Source: an optimization exercise on an open RTL-to-GDS flow (aim: small area, a short achievable clock period and few clock cycles per item). Production flows keep margins and buffers that such runs may drop. At most, simulation tests tie the RTL to the original design; equivalence was not proved.

==> flow/design.v (excerpt) <==
module dedup_fifo_queue #(
    parameter int unsigned QUEUE_DEPTH = 16
) (
    input  logic               i_clk,
    input  logic               i_rst_n,
    input  logic               i_in_valid,
    output logic               o_in_ready,
    input  logic [1:0]         i_in_opcode,
    input  logic [31:0]        i_in_value,
    output logic               o_out_valid,
    input  logic               i_out_ready,
    output logic [2:0]         o_out_status,
    output logic [31:0]        o_out_value,
    output logic [4:0]         o_out_count
);
    localparam int unsigned D  = 16;
    localparam int unsigned DW = dfq_pkg::DATA_W;
    logic          i_valid;
    logic [1:0]    i_op;
    logic [DW-1:0] i_val;
    logic          r_valid;
    logic [1:0]    r_op;
    logic [DW-1:0] r_val;
    logic [D-1:0]  r_match;   
    logic          r_eqp;     
    logic          r_lenq;    
    logic          p_valid;
    logic [2:0]    p_status;
    logic          o_valid;
    logic [2:0]    o_status;
    logic [DW-1:0] o_value;
    logic [4:0]    o_count;
    logic [DW-1:0] mem [D];
    logic [D-1:0]  vld;
    logic [3:0]    head;
    logic [D-1:0]  tail_oh;   
    logic [4:0]    count;
    logic          empty_r;   
    logic [D-1:0]  rd_sel;    
    logic          ready;
    assign ready      = !p_valid;
    assign o_in_ready = ready;
    logic full, empty, dup, enq_try, enq_ok, deq_ok, is_uniq, is_deq, is_clr;
    assign full    = count[4];
    assign empty   = empty_r;
    assign dup     = (|r_match) || (r_lenq && r_eqp);
    assign is_uniq = (r_op == 2'd0);
    assign is_deq  = (r_op == 2'd2);
    assign is_clr  = (r_op == 2'd3);
    assign enq_try = !r_op[1];
    assign enq_ok  = enq_try && !full && !(is_uniq && dup);
    assign deq_ok  = is_deq && !empty;
    logic [2:0] r_status;
    logic [4:0] r_count;
    always_comb begin
        if (is_clr)                r_status = 3'd5;
        else if (is_deq)           r_status = empty ? 3'd3 : 3'd4;
        else if (is_uniq && dup)   r_status = 3'd1;
        else if (full)             r_status = 3'd2;
        else                       r_status = 3'd0;
        if (is_clr)                r_count = 5'd0;
        else if (enq_ok)           r_count = count + 5'd1;
        else if (deq_ok)           r_count = count - 5'd1;
  ...
==> module dedup_fifo_queue, before the edit <==
module dedup_fifo_queue #(
    parameter int unsigned QUEUE_DEPTH = 16
) (
    input  logic               i_clk,
    input  logic               i_rst_n,
    input  logic               i_in_valid,
    output logic               o_in_ready,
    input  logic [1:0]         i_in_opcode,
    input  logic [31:0]        i_in_value,
    output logic               o_out_valid,
    input  logic               i_out_ready,
    output logic [2:0]         o_out_status,
    output logic [31:0]        o_out_value,
    output logic [4:0]         o_out_count
);
    localparam int unsigned D  = 16;
    localparam int unsigned DW = dfq_pkg::DATA_W;
    logic          i_valid;
    logic [1:0]    i_op;
    logic [DW-1:0] i_val;
    logic          r_valid;
    logic [1:0]    r_op;
    logic [DW-1:0] r_val;
    logic [D-1:0]  r_match;   
    logic          r_eqp;     
    logic          r_lenq;    
    logic          p_valid;
    logic [2:0]    p_status;
    logic          o_valid;
    logic [2:0]    o_status;
    logic [DW-1:0] o_value;
    logic [4:0]    o_count;
    logic [DW-1:0] mem [D];
    logic [D-1:0]  vld;
    logic [3:0]    head;
    logic [D-1:0]  tail_oh;   
    logic [4:0]    count;
    logic          empty_r;   
    logic [D-1:0]  rd_sel;    
    logic          ready;
    assign ready      = !p_valid;
    assign o_in_ready = ready;
    logic full, empty, dup, enq_try, enq_ok, deq_ok, is_uniq, is_deq, is_clr;
    assign full    = count[4];
    assign empty   = empty_r;
    assign dup     = (|r_match) || (r_lenq && r_eqp);
    assign is_uniq = (r_op == 2'd0);
    assign is_deq  = (r_op == 2'd2);
    assign is_clr  = (r_op == 2'd3);
    assign enq_try = !r_op[1];
    assign enq_ok  = enq_try && !full && !(is_uniq && dup);
    assign deq_ok  = is_deq && !empty;
    logic [2:0] r_status;
    logic [4:0] r_count;
    always_comb begin
        if (is_clr)                r_status = 3'd5;
        else if (is_deq)           r_status = empty ? 3'd3 : 3'd4;
        else if (is_uniq && dup)   r_status = 3'd1;
        else if (full)             r_status = 3'd2;
        else                       r_status = 3'd0;
        if (is_clr)                r_count = 5'd0;
        else if (enq_ok)           r_count = count + 5'd1;
        else if (deq_ok)           r_count = count - 5'd1;
        else                       r_count = count;
    end
    logic hazard;
    assign hazard = p_valid && (p_status == 3'd4) && (count == 5'd15);
    logic o_can_load, go;
    assign o_can_load = !o_valid || i_out_ready;
    assign go = r_valid && (p_valid ? (o_can_load && !(hazard && enq_try)) : 1'b1);
    logic wr;
    assign wr = enq_try && !full && !hazard;
    always_ff @(posedge i_clk) begin
        for (int i = 0; i < D; i++) begin
            if (wr && tail_oh[i]) mem[i] <= r_val;
        end
    end
    always_ff @(posedge i_clk) begin
        if (!i_rst_n) begin
            vld     <= '0;
            head    <= '0;
            tail_oh <= D'(1);
            count   <= '0;
            empty_r <= 1'b1;
        end else if (go) begin
            count   <= r_count;
            empty_r <= (r_count == 5'd0);
            if (is_clr) begin
                vld     <= '0;
                head    <= '0;
                tail_oh <= D'(1);
            end else begin
                if (enq_ok) begin
                    vld     <= vld | tail_oh;
                    tail_oh <= {tail_oh[D-2:0], tail_oh[D-1]};
                end
                if (deq_ok) begin
                    vld[head] <= 1'b0;
                    head      <= head + 4'd1;
                end
            end
        end
    end
    always_ff @(posedge i_clk) begin
        if (!i_rst_n)   i_valid <= 1'b0;
        else if (ready) i_valid <= i_in_valid;
    end
    always_ff @(posedge i_clk) begin
        if (ready) begin
            i_op  <= i_in_opcode;
            i_val <= i_in_value;
        end
    end
    logic [D-1:0] in_match, keep;
    always_comb begin
        for (int i = 0; i < D; i++) begin
            keep[i]     = vld[i] && !(r_valid && (is_clr || (deq_ok && head == 4'(i))));
            in_match[i] = keep[i] && (mem[i] == i_val);
        end
    end
    always_ff @(posedge i_clk) begin
        if (!i_rst_n)   r_valid <= 1'b0;
        else if (ready) r_valid <= i_valid;
        else if (go)    r_valid <= 1'b0;
    end
    always_ff @(posedge i_clk) begin
        if (ready) begin
            r_op    <= i_op;
            r_val   <= i_val;
            r_match <= in_match;
            r_eqp   <= (i_val == r_val);
            r_lenq  <= r_valid && enq_ok;
        end
    end
    logic p_next;
    always_comb begin
        if (p_valid) p_next = o_can_load ? go : 1'b1;
        else         p_next = r_valid && !o_can_load;
    end
    always_ff @(posedge i_clk) begin
        if (!i_rst_n) p_valid <= 1'b0;
        else          p_valid <= p_next;
    end
    always_ff @(posedge i_clk) begin
        if (!p_valid || o_can_load) p_status <= r_status;
    end
    logic [D-1:0] head_oh, head_oh_inc;
    always_comb begin
        for (int i = 0; i < D; i++) begin
            head_oh[i]     = (head == 4'(i));
            head_oh_inc[i] = (head == 4'(i - 1));
        end
    end
    always_ff @(posedge i_clk) begin
        if (!i_rst_n)                rd_sel <= D'(1);
        else if (p_next)             rd_sel <= go ? head_oh : rd_sel;
        else if (go && is_clr)       rd_sel <= D'(1);
        else if (go && deq_ok)       rd_sel <= head_oh_inc;
        else                         rd_sel <= head_oh;
    end
    logic          rd_en;
    logic [DW-1:0] rd_val;
    assign rd_en = p_valid ? (p_status == 3'd4) : deq_ok;
    always_comb begin
        rd_val = '0;
        for (int i = 0; i < D; i++) rd_val = rd_val | (mem[i] & {DW{rd_sel[i]}});
        rd_val = rd_val & {DW{rd_en}};
    end
    always_ff @(posedge i_clk) begin
        if (!i_rst_n)        o_valid <= 1'b0;
        else if (o_can_load) o_valid <= p_valid || r_valid;
    end
    always_ff @(posedge i_clk) begin
        if (o_can_load) begin
            o_status <= p_valid ? p_status : r_status;
            o_count  <= p_valid ? count : r_count;
            o_value  <= rd_val;
        end
    end
    assign o_out_valid  = o_valid;
    assign o_out_status = o_status;
    assign o_out_value  = o_value;
    assign o_out_count  = o_count;
endmodule
Settings: LEC_CHECK=0, ABC_CLOCK_PERIOD_IN_PS=2700, CAP_MARGIN=20, CORE_MARGIN=2, CORE_UTILIZATION=50, CTS_BUF_LIST=sky130_fd_sc_hd__clkbuf_16, CTS_CLUSTER_DIAMETER=80, CTS_CLUSTER_SIZE=24, PLACE_DENSITY=0.65, SETUP_SLACK_MARGIN=3.3, SLEW_MARGIN=40; clock period 6.0 ns.
run.sh (not shown) runs the stock make flow with config.mk's settings and CLKGATE_MAP_FILE= SYNTH_SCRIPT=/design/flow/synth_recipe.tcl, a recipe that flattens the netlist after the stock synthesis.
Edit:
--- a/flow/design.v
+++ b/flow/design.v
@@ -65,10 +65,9 @@
     logic [DW-1:0] o_value;
     logic [4:0]    o_count;
     logic [DW-1:0] mem [D];
     logic [D-1:0]  vld;
-    logic [3:0]    head;
-    logic [D-1:0]  tail_oh;   
+    logic [3:0]    head, tail;
     logic [4:0]    count;
     logic          empty_r;   
     logic [D-1:0]  rd_sel;    
     logic          ready;
@@ -105,29 +104,29 @@
     logic wr;
     assign wr = enq_try && !full && !hazard;
     always_ff @(posedge i_clk) begin
         for (int i = 0; i < D; i++) begin
-            if (wr && tail_oh[i]) mem[i] <= r_val;
+            if (wr && tail == 4'(i)) mem[i] <= r_val;
         end
     end
     always_ff @(posedge i_clk) begin
         if (!i_rst_n) begin
             vld     <= '0;
             head    <= '0;
-            tail_oh <= D'(1);
+            tail    <= '0;
             count   <= '0;
             empty_r <= 1'b1;
         end else if (go) begin
             count   <= r_count;
             empty_r <= (r_count == 5'd0);
             if (is_clr) begin
-                vld     <= '0;
-                head    <= '0;
-                tail_oh <= D'(1);
+                vld  <= '0;
+                head <= '0;
+                tail <= '0;
             end else begin
                 if (enq_ok) begin
-                    vld     <= vld | tail_oh;
-                    tail_oh <= {tail_oh[D-2:0], tail_oh[D-1]};
+                    vld[tail] <= 1'b1;
+                    tail      <= tail + 4'd1;
                 end
                 if (deq_ok) begin
                     vld[head] <= 1'b0;
                     head      <= head + 4'd1;
Final cell count went down by about 0.8%.
Global-route usage increases by 0.25 points.
Setup slack improved by 110 ps.
Cell area goes down by 0.45%.
Area after synthesis stays flat.
Routed wire length rises by 1.2%.
Via count is about the same.
Count of clock-buffer cells in the layout came out lower by 2.
First-iteration DRC count is lower by 2.0%.
Testbench counts after the change, summed over its fixed seeds: cycles 9,624, items 9,600.
The RTL of the first run of this note was laid out without a check of its function.

[re-timing with driven ports]
No port has a modelled driver above. Below, the same layouts with a new extraction and two added sets of constraints.
Step 1 (the two cells are an assumption about what drives the block):
set clk [get_ports {i_clk}]
set_driving_cell -lib_cell sky130_fd_sc_hd__clkbuf_16 $clk
set_driving_cell -lib_cell sky130_fd_sc_hd__buf_2 [delete_from_list [all_inputs] $clk]
Step 2, shift: input delay + t, output delay - t, t = (earliest + latest rising clock arrival at the registers) / 2. This alone moves slack from input paths to output paths.
Three values: ideal, step 1, step 2; two values: the first two.
run	t, ns	slack for setup (ns)	worst setup path at the end
the first run	0.669	3.203 / 3.203 / 2.920	input to register
the second run	0.686	3.313 / 3.255 / 2.734	input to register
After both steps setup and hold are still met in every run listed. For the second run, which loses most, drivers alone change the setup slack by -0.058 ns; drivers and shift together by -0.579 ns.
